Background: an optimization exercise with open tools, aiming at small area, a short achievable clock period and few clock cycles per item. Do not read the settings as production practice. In this exercise RTL edits were held to simulation tests only and were not proved equivalent to the original. No activity file was given, so power comes from the tool's default toggle rates.

==> flow/design.v <==
`default_nettype none
package mmu_pkg;
    localparam int page_base_width = 3;
    localparam int page_index_width = 8;
    localparam int offset_width = 11;
    localparam int logical_width = 16;
    localparam int physical_width = 19;
    localparam int frame_width = 8;
    localparam int data_width = 8;
    localparam int table_entries = 1 << page_index_width;
    typedef logic [logical_width-1:0] logical_addr_t;
    typedef logic [physical_width-1:0] physical_addr_t;
    typedef logic [frame_width-1:0] frame_t;  
    typedef logic [data_width-1:0] data_t;
    typedef enum logic [1:0] {
        op_read = 2'b00,
        op_write = 2'b01,
        op_load_page = 2'b10
    } opcode_t;
    typedef struct packed {
        logic [page_index_width-1:0] index;
        frame_t frame;
    } page_load_t;
    typedef union packed {
        logical_addr_t address;
        page_load_t load;
    } request_payload_u;
    typedef struct packed {
        opcode_t opcode;
        request_payload_u payload;
        data_t write_data;  
    } request_t;
    typedef struct packed {
        data_t read_data;
        logic write;
        logic bad_page;
    } response_t;
endpackage
`default_nettype wire
`default_nettype none
module page_translator (
    input logic clock,
    input logic reset,
    input logic [15:0] index_high,    
    input logic [3:0][15:0] index_quarter_low,  
    input logic [15:0] index_low_n,   
    input logic [15:0] load_high_n,   
    input mmu_pkg::frame_t frame_in,
    output mmu_pkg::frame_t frame_out  
);
    localparam int table_entries = mmu_pkg::table_entries;
    logic [table_entries-1:0][mmu_pkg::frame_width-1:0] page_table;
    logic [table_entries-1:0] select;
    logic [table_entries-1:0] write_enable;
    always_comb begin
        for (int i = 0; i < table_entries; i++) begin
            select[i] = index_high[i / 16] && index_quarter_low[i / 64][i % 16];
        end
    end
    always_comb begin
        for (int i = 0; i < table_entries; i++) begin
            write_enable[i] = !(load_high_n[i / 16] || index_low_n[i % 16]);
        end
    end
    always_comb begin
        frame_out = '0;
        for (int i = 0; i < table_entries; i++) begin
            frame_out = frame_out | (page_table[i] & {mmu_pkg::frame_width{select[i]}});
        end
    end
    always_ff @(posedge clock) begin
        for (int i = 0; i < table_entries; i++) begin
            if (write_enable[i]) begin
                page_table[i] <= frame_in;
            end
        end
    end
endmodule
`default_nettype wire
`default_nettype none
module op_queue #(
    parameter int depth = 4
) (
    input logic clock,
    input logic reset,
    input mmu_pkg::response_t in_data,
    input logic in_valid,
    output mmu_pkg::response_t response,
    output logic response_valid,
    input logic response_ready
);
    localparam int pointer_width = $clog2(depth);
    logic [depth-1:0][mmu_pkg::data_width+1:0] entries;
    logic [pointer_width-1:0] write_ptr;
    logic [pointer_width-1:0] read_ptr;
    logic [pointer_width:0] count;
    logic pop;
    logic advance;       
    logic from_queue;    
    logic push;          
    assign pop = response_valid && response_ready;
    assign advance = !response_valid || pop;
    assign from_queue = (count != '0);
    assign push = in_valid && !(advance && !from_queue);
    always_ff @(posedge clock or posedge reset) begin
        if (reset) begin
            response_valid <= 1'b0;
            count <= '0;
            write_ptr <= '0;
            read_ptr <= '0;
        end else begin
            if (advance) begin
                response_valid <= from_queue || in_valid;
            end
            if (push) begin
                write_ptr <= (write_ptr == pointer_width'(depth - 1)) ? '0 : write_ptr + 1'b1;
            end
            if (advance && from_queue) begin
                read_ptr <= (read_ptr == pointer_width'(depth - 1)) ? '0 : read_ptr + 1'b1;
            end
            count <= count + {{pointer_width{1'b0}}, push}
                - {{pointer_width{1'b0}}, advance && from_queue};
        end
    end
    always_ff @(posedge clock) begin
        if (advance) begin
            response <= from_queue ? entries[read_ptr] : in_data;
        end
        for (int i = 0; i < depth; i++) begin
            if (push && write_ptr == pointer_width'(i)) begin
                entries[i] <= in_data;
            end
        end
    end
endmodule
`default_nettype wire
`default_nettype none
module bus_cycle_unit (
    input logic clock,
    input logic reset,
    input logic issue,           
    input logic issue_write,
    input mmu_pkg::physical_addr_t issue_address,
    input mmu_pkg::data_t issue_data,
    output mmu_pkg::physical_addr_t address_bus,
    output mmu_pkg::data_t data_out,
    input mmu_pkg::data_t data_in,
    output logic write_en,
    output mmu_pkg::response_t result,
    output logic result_valid
);
    logic busy;          
    logic register_space;
    always_ff @(posedge clock or posedge reset) begin
        if (reset) begin
            busy <= 1'b0;
            write_en <= 1'b0;
            data_out <= '0;
        end else begin
            busy <= issue;
            write_en <= issue && issue_write;
            if (issue && issue_write) begin
                data_out <= issue_data;
            end
        end
    end
    always_ff @(posedge clock) begin
        address_bus <= issue_address;
    end
    assign register_space = (address_bus[18:8] == '0);
    assign result_valid = busy;
    assign result.read_data = (write_en || register_space) ? data_out : data_in;
    assign result.write = write_en;
    assign result.bad_page = (&address_bus[18:13]) && address_bus[11];
endmodule
`default_nettype wire
`default_nettype none
module cpu6_mmu #(
    parameter int queue_depth = 3
) (
    input logic clock,
    input logic reset,
    input logic [mmu_pkg::page_base_width-1:0] page_base,
    input mmu_pkg::request_t request,
    input logic request_valid,
    output logic request_ready,
    output mmu_pkg::response_t response,
    output logic response_valid,
    input logic response_ready,
    output mmu_pkg::physical_addr_t address_bus,
    output mmu_pkg::data_t data_out,
    input mmu_pkg::data_t data_in,
    output logic write_en
);
    localparam int room = queue_depth + 1;
    logic issue_valid;
    logic issue_load;
    logic issue_write;
    logic [15:0] issue_high;
    logic [3:0][15:0] issue_quarter_low;
    logic [15:0] issue_low_n;
    logic [15:0] issue_load_high_n;  
    logic [mmu_pkg::offset_width-1:8] issue_offset_top;
    mmu_pkg::frame_t issue_offset_low;  
    mmu_pkg::data_t issue_data;
    logic accept;
    logic accept_access;
    logic request_load;
    logic [15:0] load_high;  
    logic [15:0] load_low;
    logic [15:0] access_high;
    logic [15:0] access_low;
    logic [2:0] outstanding;  
    logic [2:0] outstanding_next;
    mmu_pkg::frame_t frame;
    mmu_pkg::response_t result;
    logic result_valid;
    assign accept = request_valid && request_ready;
    assign request_load = (request.opcode == mmu_pkg::op_load_page);
    assign accept_access = accept && !request_load;
    always_comb begin
        for (int i = 0; i < 16; i++) begin
            load_high[i] = (request.payload.load.index[7:4] == 4'(i));
            load_low[i] = (request.payload.load.index[3:0] == 4'(i));
            access_high[i] = ({page_base, request.payload.address[15]} == 4'(i));
            access_low[i] = (request.payload.address[14:11] == 4'(i));
        end
    end
    assign outstanding_next = outstanding + 3'(accept_access)
        - 3'(response_valid && response_ready);
    always_ff @(posedge clock or posedge reset) begin
        if (reset) begin
            outstanding <= '0;
            request_ready <= 1'b1;
            issue_valid <= 1'b0;
            issue_load_high_n <= '0;
            issue_low_n <= '0;
            issue_offset_low <= '0;
        end else begin
            for (int i = 0; i < 16; i++) begin
                issue_load_high_n[i] <= !(accept && request_load && load_high[i]);
                issue_low_n[i] <= !(request_load ? load_low[i] : access_low[i]);
            end
            issue_offset_low <= request.payload.address[7:0];
            outstanding <= outstanding_next;
            request_ready <= (outstanding_next < 3'(room));
            issue_valid <= accept;
        end
    end
    always_ff @(posedge clock) begin
        issue_load <= request_load;
        issue_write <= (request.opcode == mmu_pkg::op_write);
        issue_high <= access_high;
        for (int q = 0; q < 4; q++) begin
            for (int i = 0; i < 16; i++) begin
                issue_quarter_low[q][i] <= access_low[i] && (page_base[2:1] == 2'(q));
            end
        end
        issue_offset_top <= request.payload.address[10:8];
        issue_data <= request.write_data;
    end
    page_translator u_translator (
        .clock(clock),
        .reset(reset),
        .index_high(issue_high),
        .index_quarter_low(issue_quarter_low),
        .index_low_n(issue_low_n),
        .load_high_n(issue_load_high_n),
        .frame_in(issue_offset_low),
        .frame_out(frame)
    );
    bus_cycle_unit u_bus (
        .clock(clock),
        .reset(reset),
        .issue(issue_valid && !issue_load),
        .issue_write(issue_write),
        .issue_address({frame, issue_offset_top, issue_offset_low}),
        .issue_data(issue_data),
        .address_bus(address_bus),
        .data_out(data_out),
        .data_in(data_in),
        .write_en(write_en),
        .result(result),
        .result_valid(result_valid)
    );
    op_queue #(
        .depth(queue_depth)
    ) u_queue (
        .clock(clock),
        .reset(reset),
        .in_data(result),
        .in_valid(result_valid),
        .response(response),
        .response_valid(response_valid),
        .response_ready(response_ready)
    );
endmodule
`default_nettype wire
clock: 8.0 ns
lec_check: 0
cap_margin: 20
core_margin: 2
core_utilization: 55
cts_cluster_diameter: 100
cts_cluster_size: 20
setup_slack_margin: 4.8
slew_margin: 20
standard.sh (not shown) runs the stock make flow with config.mk's settings and CLKGATE_MAP_FILE= SYNTH_SCRIPT=/design/flow/synth_recipe.tcl, a recipe that flattens the netlist after the stock synthesis.
==> flow/flow/run.sh <==
#!/bin/bash
# Standard layout, with the port buffers made from plain buffers (buffer_ports
# otherwise picks a delay buffer, which slows every input and output path).
set -euo pipefail
export BUFFER_PORTS_ARGS="-buffer_cell sky130_fd_sc_hd__buf_2"
bash standard.sh finish > make_flow.log 2>&1
Testbench counts at the start, summed over its fixed seeds: cycles 20,023, responses 18,164.
Change:
--- a/flow/design.v
+++ b/flow/design.v
@@ -38,26 +38,25 @@
 endpackage
 `default_nettype wire
 `default_nettype none
 module page_translator (
     input logic clock,
     input logic reset,
-    input logic [15:0] index_high,    
-    input logic [3:0][15:0] index_quarter_low,  
+    input logic [15:0] index_high_n,  
     input logic [15:0] index_low_n,   
     input logic [15:0] load_high_n,   
     input mmu_pkg::frame_t frame_in,
     output mmu_pkg::frame_t frame_out  
 );
     localparam int table_entries = mmu_pkg::table_entries;
     logic [table_entries-1:0][mmu_pkg::frame_width-1:0] page_table;
     logic [table_entries-1:0] select;
     logic [table_entries-1:0] write_enable;
     always_comb begin
         for (int i = 0; i < table_entries; i++) begin
-            select[i] = index_high[i / 16] && index_quarter_low[i / 64][i % 16];
+            select[i] = !(index_high_n[i / 16] || index_low_n[i % 16]);
         end
     end
     always_comb begin
         for (int i = 0; i < table_entries; i++) begin
             write_enable[i] = !(load_high_n[i / 16] || index_low_n[i % 16]);
         end
@@ -193,14 +192,13 @@
     output logic write_en
 );
     localparam int room = queue_depth + 1;
     logic issue_valid;
     logic issue_load;
     logic issue_write;
-    logic [15:0] issue_high;
-    logic [3:0][15:0] issue_quarter_low;
+    logic [15:0] issue_high_n;
     logic [15:0] issue_low_n;
     logic [15:0] issue_load_high_n;  
     logic [mmu_pkg::offset_width-1:8] issue_offset_top;
     mmu_pkg::frame_t issue_offset_low;  
     mmu_pkg::data_t issue_data;
     logic accept;
@@ -247,26 +245,22 @@
             issue_valid <= accept;
         end
     end
     always_ff @(posedge clock) begin
         issue_load <= request_load;
         issue_write <= (request.opcode == mmu_pkg::op_write);
-        issue_high <= access_high;
-        for (int q = 0; q < 4; q++) begin
-            for (int i = 0; i < 16; i++) begin
-                issue_quarter_low[q][i] <= access_low[i] && (page_base[2:1] == 2'(q));
-            end
+        for (int i = 0; i < 16; i++) begin
+            issue_high_n[i] <= !access_high[i];  
         end
         issue_offset_top <= request.payload.address[10:8];
         issue_data <= request.write_data;
     end
     page_translator u_translator (
         .clock(clock),
         .reset(reset),
-        .index_high(issue_high),
-        .index_quarter_low(issue_quarter_low),
+        .index_high_n(issue_high_n),
         .index_low_n(issue_low_n),
         .load_high_n(issue_load_high_n),
         .frame_in(issue_offset_low),
         .frame_out(frame)
     );
     bus_cycle_unit u_bus (
Result: Maximum frequency hardly moves; die area came out lower by 2.4%; total power came out lower by 3.0%; routed wire length drops by 0.73%; via count is lower by 5.6%; setup slack loses 7.7 ps; flip-flop and latch count decreases by 64; clock-buffer cell count grows by 13; final area decreases by 1.4%; sequential power stays flat; register-to-register slack barely changes; global-route usage goes up by 0.85 points.
Testbench counts after the change, summed over its fixed seeds: cycles 20,023, responses 18,164.

what the ideal ports hide:
Ports are ideal in the flow. The routed layouts listed here were re-timed in OpenROAD. Step 1 sets driving cells, clkbuf_16 on the clock port and buf_2 on the other inputs (assumed; they add their load-dependent delay and slew). Step 2, shift: input delay + t, output delay - t, t = (earliest + latest rising clock arrival at the registers) / 2. This alone moves slack from input paths to output paths. Three values: ideal ports, drivers, drivers and shift; two values: the first two.
run	shift t [ns]	setup WS [ns]	worst slew at a driven data input, ns
the first run	0.879	4.682 / 4.682 / 4.407	0.07
the second run	0.870	4.674 / 4.674 / 4.307	0.13
After both steps setup and hold are still met in every run listed. The setup slack of the second run, which loses most, moves by 0.000 ns with the drivers and by -0.367 ns with both steps.
